This is an optimization exercise on Yosys and OpenROAD, whose aim is small area, not a production implementation. In this exercise RTL edits were held to simulation tests only and were not proved equivalent to the original.

==> run a <==
==> flow/design.v (excerpt) <==
module sccb_target #(
  parameter logic [7:0] DEV_ADDR = 8'h60
) (
  input  logic       clk,
  input  logic       reset,
  input  logic       scl,
  input  logic       sda_in,
  output logic       sda,
  output logic       sda_oe,
  output logic       wr_stb,
  output logic [7:0] wr_addr,
  output logic [7:0] wr_data,
  output logic       busy
);
  typedef enum logic [2:0] {
    IDLE, DEV, DEV_ACK, SUB, WACK, WDAT, RDAT, RD_ACK
  } state_t;
  logic       scl_s1, scl_s2, scl_h, scl_h2;
  logic       sda_s1, sda_s2, sda_h, sda_h2;
  logic       scl_rise, scl_fall, bus_start, bus_stop;
  state_t     state, state_n;
  logic [8:0] shift, shift_n;
  logic [7:0] ptr, ptr_n;
  logic       sda_oe_n, busy_n, wr_stb_n;
  logic       reg_we, wr_vld;
  logic [7:0] rx_byte, rd_byte;
  logic       rx_last, tx_done;
  logic [127:0][7:0] bank0, bank1;
  logic [6:0] phase;
  logic [7:0] pend_addr, pend_data;
  logic [7:0] rbuf, ptr_inc;
  logic       commit, reading, at_ptr, after_ptr, rd_bank;
  logic [7:0] head0, head1;
  assign sda = 1'b0;
  assign rx_byte = {shift[6:0], sda_h};
  assign rx_last = shift[7];
  assign tx_done = (shift[7:0] == 8'h00);
  assign rd_byte = rbuf;
  assign scl_rise  = scl_h & ~scl_h2;
  assign scl_fall  = ~scl_h & scl_h2;
  assign bus_start = scl_h & scl_h2 & sda_h2 & ~sda_h;
  assign bus_stop  = scl_h & scl_h2 & ~sda_h2 & sda_h;
  always_ff @(posedge clk or posedge reset) begin
    if (reset) begin
      scl_s1 <= 1'b1;
      scl_s2 <= 1'b1;
      scl_h  <= 1'b1;
      scl_h2 <= 1'b1;
      sda_s1 <= 1'b1;
      sda_s2 <= 1'b1;
      sda_h  <= 1'b1;
      sda_h2 <= 1'b1;
  ...
export LEC_CHECK = 0
export CAP_MARGIN = 20
export CORE_MARGIN = 2
export CORE_UTILIZATION = 70
export PLACE_DENSITY = 0.8
export SLEW_MARGIN = 20
create_clock -name core_clock -period 10.0 [get_ports {clk}]
standard.sh (not shown) runs the stock make flow with config.mk's settings and CLKGATE_MAP_FILE= SYNTH_SCRIPT=/design/flow/synth_recipe.tcl, a recipe that flattens the netlist after the stock synthesis.
==> flow/flow/run.sh <==
#!/bin/bash
# The standard layout (standard.sh, standard synthesis) with a leaner clock tree:
# CTS without dummy loads, small port buffers, and after global routing any leaf clock
# buffer whose flip-flop clock pins would see too much slew is upsized (fixclk.tcl).
# Each run's full output goes to a log file in the folder this runs in.
set -euo pipefail
here=$(pwd)
cts="-sink_clustering_enable -repair_clock_nets -dont_use_dummy_load"
cts="$cts -buf_list sky130_fd_sc_hd__clkbuf_8 -sink_clustering_size 22 -sink_clustering_max_diameter 50 -root_buf sky130_fd_sc_hd__clkbuf_16 -tree_buf sky130_fd_sc_hd__clkbuf_16"
bash standard.sh finish \
  "CTS_ARGS=$cts" \
  "BUFFER_PORTS_ARGS=-buffer_cell sky130_fd_sc_hd__buf_1" \
  "POST_GLOBAL_ROUTE_TCL=$here/flow/fixclk.tcl" > "$here/standard.log" 2>&1
==> flow/flow/fixclk.tcl <==
# Sourced by ORFS's global_route.tcl after global routing (POST_GLOBAL_ROUTE_TCL).
# Upsizes clock buffers whose loads would see too much slew, estimated from the global
# routes: first the buffers that drive other clock buffers, then those that drive
# flip-flops. Then it legalises, reroutes the changed nets and rewrites the route guides.
set fix_target 0.110
set fix_ladder {sky130_fd_sc_hd__clkbuf_1 sky130_fd_sc_hd__clkbuf_2 sky130_fd_sc_hd__clkbuf_4
  sky130_fd_sc_hd__clkbuf_8 sky130_fd_sc_hd__clkbuf_16}

proc fix_pin_slew {pin} {
  set w 0
  foreach e {rise fall} {
    foreach a {min max} {
      set s [get_property $pin slew_${a}_$e]
      if {$s > $w} { set w $s }
    }
  }
  return $w
}

# Upsize the clock tree buffers of one kind (leaf 1: driving anything but clock buffers)
# whose loads are over the target.
proc fix_pass {leaf} {
  global fix_target fix_ladder
  set n 0
  foreach inst [get_cells -quiet clkbuf_*] {
    set m [get_property $inst ref_name]
    set i [lsearch -exact $fix_ladder $m]
    if {$i < 0} { continue }
    set out [get_pins -of_objects $inst -filter "direction==output"]
    set loads [get_pins -quiet -of_objects [get_nets -of_objects $out] -filter "direction==input"]
    set to_ff 0
    set w 0
    foreach p $loads {
      if {[lsearch -exact $fix_ladder [get_property [get_cells -of_objects $p] ref_name]] < 0} { set to_ff 1 }
      set s [fix_pin_slew $p]
      if {$s > $w} { set w $s }
    }
    if {$to_ff != $leaf || $w <= $fix_target} { continue }
    set name [get_full_name $inst]
    if {$i == [llength $fix_ladder] - 1} {
      puts "fixclk: $name ($m) slew $w left as is"
      continue
    }
    set nm [lindex $fix_ladder [expr {$i + 1}]]
    puts "fixclk: $name $m -> $nm (slew $w)"
    replace_cell $inst $nm
    incr n
  }
  return $n
}

set_propagated_clock [all_clocks]
global_route -start_incremental
foreach leaf {0 1} {
  for {set it 0} {$it < 4} {incr it} {
    estimate_parasitics -global_routing
    set n [fix_pass $leaf]
    puts "fixclk: leaf $leaf pass $it upsized $n"
    if {$n == 0} { break }
  }
}
detailed_placement
check_placement -verbose
global_route -end_incremental
estimate_parasitics -global_routing
write_guides $::env(RESULTS_DIR)/route.guide
==> run b (differences from run a) <==
==> flow/flow/run.sh (replaced) <==
#!/bin/bash
# The standard layout (standard.sh) with an area-oriented logic mapping and a leaner
# clock tree:
# - synthesis is the standard flow's own script with ABC's default area mapping (synth_area.tcl);
# - CTS without dummy loads, clustered onto clkbuf_8 leaf buffers;
# - small port buffers;
# - after global routing, clock buffers whose loads would see too much slew are upsized
#   (fixclk.tcl).
# Each run's full output goes to a log file in the folder this runs in.
set -euo pipefail
here=$(pwd)
export FLOW_WORK=$here
cts="-sink_clustering_enable -repair_clock_nets -dont_use_dummy_load"
cts="$cts -buf_list sky130_fd_sc_hd__clkbuf_8 -sink_clustering_size 20 -sink_clustering_max_diameter 50"
bash standard.sh finish \
  "SYNTH_SCRIPT=$here/flow/synth_area.tcl" \
  "CTS_ARGS=$cts" \
  "BUFFER_PORTS_ARGS=-buffer_cell sky130_fd_sc_hd__buf_1" \
  "POST_GLOBAL_ROUTE_TCL=$here/flow/fixclk.tcl" > "$here/standard.log" 2>&1
--- a/flow/flow/fixclk.tcl
+++ b/flow/flow/fixclk.tcl
@@ -2,7 +2,8 @@
 # Upsizes clock buffers whose loads would see too much slew, estimated from the global
 # routes: first the buffers that drive other clock buffers, then those that drive
-# flip-flops. Then it legalises, reroutes the changed nets and rewrites the route guides.
-set fix_target 0.110
-set fix_ladder {sky130_fd_sc_hd__clkbuf_1 sky130_fd_sc_hd__clkbuf_2 sky130_fd_sc_hd__clkbuf_4
+# flip-flops. Then it legalises, reroutes the changed nets, checks again, and rewrites the
+# route guides.
+set ::fix_target 0.120
+set ::fix_ladder {sky130_fd_sc_hd__clkbuf_1 sky130_fd_sc_hd__clkbuf_2 sky130_fd_sc_hd__clkbuf_4
   sky130_fd_sc_hd__clkbuf_8 sky130_fd_sc_hd__clkbuf_16}
 
@@ -51,16 +52,23 @@
 
 set_propagated_clock [all_clocks]
-global_route -start_incremental
-foreach leaf {0 1} {
-  for {set it 0} {$it < 4} {incr it} {
-    estimate_parasitics -global_routing
-    set n [fix_pass $leaf]
-    puts "fixclk: leaf $leaf pass $it upsized $n"
-    if {$n == 0} { break }
+# The reroute after legalising can change other clock nets, so check again until a round
+# changes nothing.
+for {set round 0} {$round < 4} {incr round} {
+  set changed 0
+  global_route -start_incremental
+  foreach leaf {0 1} {
+    for {set it 0} {$it < 4} {incr it} {
+      estimate_parasitics -global_routing
+      set n [fix_pass $leaf]
+      puts "fixclk: round $round leaf $leaf pass $it upsized $n"
+      incr changed $n
+      if {$n == 0} { break }
+    }
   }
+  detailed_placement
+  global_route -end_incremental
+  if {$changed == 0} { break }
 }
-detailed_placement
 check_placement -verbose
-global_route -end_incremental
 estimate_parasitics -global_routing
 write_guides $::env(RESULTS_DIR)/route.guide
==> flow/flow/synth_area.tcl (new file) <==
# The standard flow's synthesis script (synth_recipe.tcl, which runs ORFS's synth.tcl) with one change:
# ABC maps the logic with Yosys's default (area-oriented) script instead of ORFS's
# delay-oriented one and without its delay target, as the design has several ns of setup slack. Flip-flops are mapped
# before ABC runs, so the registers, their names and cells are those of the standard synthesis.
proc abc {args} {
  set keep {}
  for {set i 0} {$i < [llength $args]} {incr i} {
    set a [lindex $args $i]
    if {$a in {-script -constr -D}} { incr i; continue }
    lappend keep $a
  }
  yosys abc {*}$keep
}
source $::env(FLOW_WORK)/synth_recipe.tcl
==> run c (differences from run a) <==
==> flow/flow/run.sh (replaced) <==
#!/bin/bash
# The standard layout (standard.sh) with an area-oriented logic mapping and a leaner
# clock tree:
# - synthesis is the standard flow's own script with ABC's default area mapping (synth_area.tcl);
# - CTS without dummy loads, clustered onto clkbuf_8 leaf buffers;
# - small port buffers;
# - after global routing, clock buffers whose loads would see too much slew are upsized
#   (fixclk.tcl).
# Each run's full output goes to a log file in the folder this runs in.
set -euo pipefail
here=$(pwd)
export FLOW_WORK=$here
cts="-sink_clustering_enable -repair_clock_nets -dont_use_dummy_load"
cts="$cts -buf_list sky130_fd_sc_hd__clkbuf_8 -sink_clustering_size 18 -sink_clustering_max_diameter 45"
bash standard.sh finish \
  "SYNTH_SCRIPT=$here/flow/synth_area.tcl" \
  "CTS_ARGS=$cts" \
  "BUFFER_PORTS_ARGS=-buffer_cell sky130_fd_sc_hd__buf_1" \
  "POST_GLOBAL_ROUTE_TCL=$here/flow/fixclk.tcl" > "$here/standard.log" 2>&1
--- a/flow/flow/fixclk.tcl
+++ b/flow/flow/fixclk.tcl
@@ -2,7 +2,8 @@
 # Upsizes clock buffers whose loads would see too much slew, estimated from the global
 # routes: first the buffers that drive other clock buffers, then those that drive
-# flip-flops. Then it legalises, reroutes the changed nets and rewrites the route guides.
-set fix_target 0.110
-set fix_ladder {sky130_fd_sc_hd__clkbuf_1 sky130_fd_sc_hd__clkbuf_2 sky130_fd_sc_hd__clkbuf_4
+# flip-flops. Then it legalises, reroutes the changed nets, checks again, and rewrites the
+# route guides.
+set ::fix_target 0.120
+set ::fix_ladder {sky130_fd_sc_hd__clkbuf_1 sky130_fd_sc_hd__clkbuf_2 sky130_fd_sc_hd__clkbuf_4
   sky130_fd_sc_hd__clkbuf_8 sky130_fd_sc_hd__clkbuf_16}
 
@@ -51,16 +52,23 @@
 
 set_propagated_clock [all_clocks]
-global_route -start_incremental
-foreach leaf {0 1} {
-  for {set it 0} {$it < 4} {incr it} {
-    estimate_parasitics -global_routing
-    set n [fix_pass $leaf]
-    puts "fixclk: leaf $leaf pass $it upsized $n"
-    if {$n == 0} { break }
+# The reroute after legalising can change other clock nets, so check again until a round
+# changes nothing.
+for {set round 0} {$round < 4} {incr round} {
+  set changed 0
+  global_route -start_incremental
+  foreach leaf {0 1} {
+    for {set it 0} {$it < 4} {incr it} {
+      estimate_parasitics -global_routing
+      set n [fix_pass $leaf]
+      puts "fixclk: round $round leaf $leaf pass $it upsized $n"
+      incr changed $n
+      if {$n == 0} { break }
+    }
   }
+  detailed_placement
+  global_route -end_incremental
+  if {$changed == 0} { break }
 }
-detailed_placement
 check_placement -verbose
-global_route -end_incremental
 estimate_parasitics -global_routing
 write_guides $::env(RESULTS_DIR)/route.guide
==> flow/flow/synth_area.tcl (new file) <==
# The standard flow's synthesis script (synth_recipe.tcl, which runs ORFS's synth.tcl) with one change:
# ABC maps the logic with Yosys's default (area-oriented) script instead of ORFS's
# delay-oriented one, as the design has several ns of setup slack. Flip-flops are mapped
# before ABC runs, so the registers, their names and cells are those of the standard synthesis.
proc abc {args} {
  set keep {}
  for {set i 0} {$i < [llength $args]} {incr i} {
    set a [lindex $args $i]
    if {$a eq "-script" || $a eq "-constr"} { incr i; continue }
    lappend keep $a
  }
  yosys abc {*}$keep
}
source $::env(FLOW_WORK)/synth_recipe.tcl
==> run d (differences from run a) <==
==> flow/flow/run.sh (replaced) <==
#!/bin/bash
# The standard layout (standard.sh) with an area-oriented logic mapping and a leaner
# clock tree:
# - synthesis is the standard flow's own script with ABC's default area mapping (synth_area.tcl);
# - CTS without dummy loads, clustered onto clkbuf_8 leaf buffers;
# - small port buffers;
# - after global routing, clock buffers whose loads would see too much slew are upsized
#   (fixclk.tcl).
# Each run's full output goes to a log file in the folder this runs in.
set -euo pipefail
here=$(pwd)
export FLOW_WORK=$here
cts="-sink_clustering_enable -repair_clock_nets -dont_use_dummy_load"
cts="$cts -buf_list sky130_fd_sc_hd__clkbuf_8 -sink_clustering_size 18 -sink_clustering_max_diameter 45"
bash standard.sh finish \
  "SYNTH_SCRIPT=$here/flow/synth_area.tcl" \
  "CTS_ARGS=$cts" \
  "BUFFER_PORTS_ARGS=-buffer_cell sky130_fd_sc_hd__buf_1" \
  "POST_GLOBAL_ROUTE_TCL=$here/flow/fixclk.tcl" > "$here/standard.log" 2>&1
--- a/flow/flow/fixclk.tcl
+++ b/flow/flow/fixclk.tcl
@@ -2,7 +2,8 @@
 # Upsizes clock buffers whose loads would see too much slew, estimated from the global
 # routes: first the buffers that drive other clock buffers, then those that drive
-# flip-flops. Then it legalises, reroutes the changed nets and rewrites the route guides.
-set fix_target 0.110
-set fix_ladder {sky130_fd_sc_hd__clkbuf_1 sky130_fd_sc_hd__clkbuf_2 sky130_fd_sc_hd__clkbuf_4
+# flip-flops. Then it legalises, reroutes the changed nets, checks again, and rewrites the
+# route guides.
+set ::fix_target 0.120
+set ::fix_ladder {sky130_fd_sc_hd__clkbuf_1 sky130_fd_sc_hd__clkbuf_2 sky130_fd_sc_hd__clkbuf_4
   sky130_fd_sc_hd__clkbuf_8 sky130_fd_sc_hd__clkbuf_16}
 
@@ -51,16 +52,23 @@
 
 set_propagated_clock [all_clocks]
-global_route -start_incremental
-foreach leaf {0 1} {
-  for {set it 0} {$it < 4} {incr it} {
-    estimate_parasitics -global_routing
-    set n [fix_pass $leaf]
-    puts "fixclk: leaf $leaf pass $it upsized $n"
-    if {$n == 0} { break }
+# The reroute after legalising can change other clock nets, so check again until a round
+# changes nothing.
+for {set round 0} {$round < 4} {incr round} {
+  set changed 0
+  global_route -start_incremental
+  foreach leaf {0 1} {
+    for {set it 0} {$it < 4} {incr it} {
+      estimate_parasitics -global_routing
+      set n [fix_pass $leaf]
+      puts "fixclk: round $round leaf $leaf pass $it upsized $n"
+      incr changed $n
+      if {$n == 0} { break }
+    }
   }
+  detailed_placement
+  global_route -end_incremental
+  if {$changed == 0} { break }
 }
-detailed_placement
 check_placement -verbose
-global_route -end_incremental
 estimate_parasitics -global_routing
 write_guides $::env(RESULTS_DIR)/route.guide
==> flow/flow/synth_area.tcl (new file) <==
# The standard flow's synthesis script (synth_recipe.tcl, which runs ORFS's synth.tcl) with one change:
# ABC maps the logic with Yosys's default (area-oriented) script instead of ORFS's
# delay-oriented one and without its delay target, as the design has several ns of setup slack. Flip-flops are mapped
# before ABC runs, so the registers, their names and cells are those of the standard synthesis.
proc abc {args} {
  set keep {}
  for {set i 0} {$i < [llength $args]} {incr i} {
    set a [lindex $args $i]
    if {$a in {-script -constr -D}} { incr i; continue }
    lappend keep $a
  }
  yosys abc {*}$keep
}
source $::env(FLOW_WORK)/synth_recipe.tcl
--- a/flow/config.mk
+++ b/flow/config.mk
@@ -8,5 +8,5 @@
 export CAP_MARGIN = 20
 export CORE_MARGIN = 2
-export CORE_UTILIZATION = 70
-export PLACE_DENSITY = 0.8
+export CORE_UTILIZATION = 80
+export PLACE_DENSITY = 0.9
 export SLEW_MARGIN = 20
==> comparison <==
Run c finished clean. Run b finished with timing, DRC and antenna clean. Run d never finished: it broke off in detailed placement. Run a stopped in global routing. Synthesized cell count is the same in run b and run d. Against run c, the cell area of run b is higher by about 1.6%. Cell count: run b is smaller than run c (about 0.3%). Of run c and run b, run b has the higher via count (gap about 2.2%, measured against run b).

==> separate check: timing with driven ports <==
In the flow no input, the clock included, has a driving cell. The finished layouts below were timed again as built, in two steps.
Step 1 assumes that a clkbuf_16 drives the clock port and a buf_2 every other input.
Step 2 moves the port delays by t, midway between the first and last clock arrival at a register: inputs arrive t later, outputs are due t later. That takes back most of the time a late clock gives input paths.
a / b / c = ideal ports / drivers / drivers and shift; a / b = the first two.
| run | t (ns) | setup slack, ns | hold slack, ns | worst slew at a driven data input, ns |
|---|---|---|---|---|
| run b | 0.766 | 6.392 / 6.321 / 7.087 | 0.270 / 0.270 / 0.270 | 0.03 |
| run c | 0.721 | 6.466 / 6.397 / 7.118 | 0.256 / 0.256 / 0.256 | 0.03 |
After both steps setup and hold are still met in every run listed.
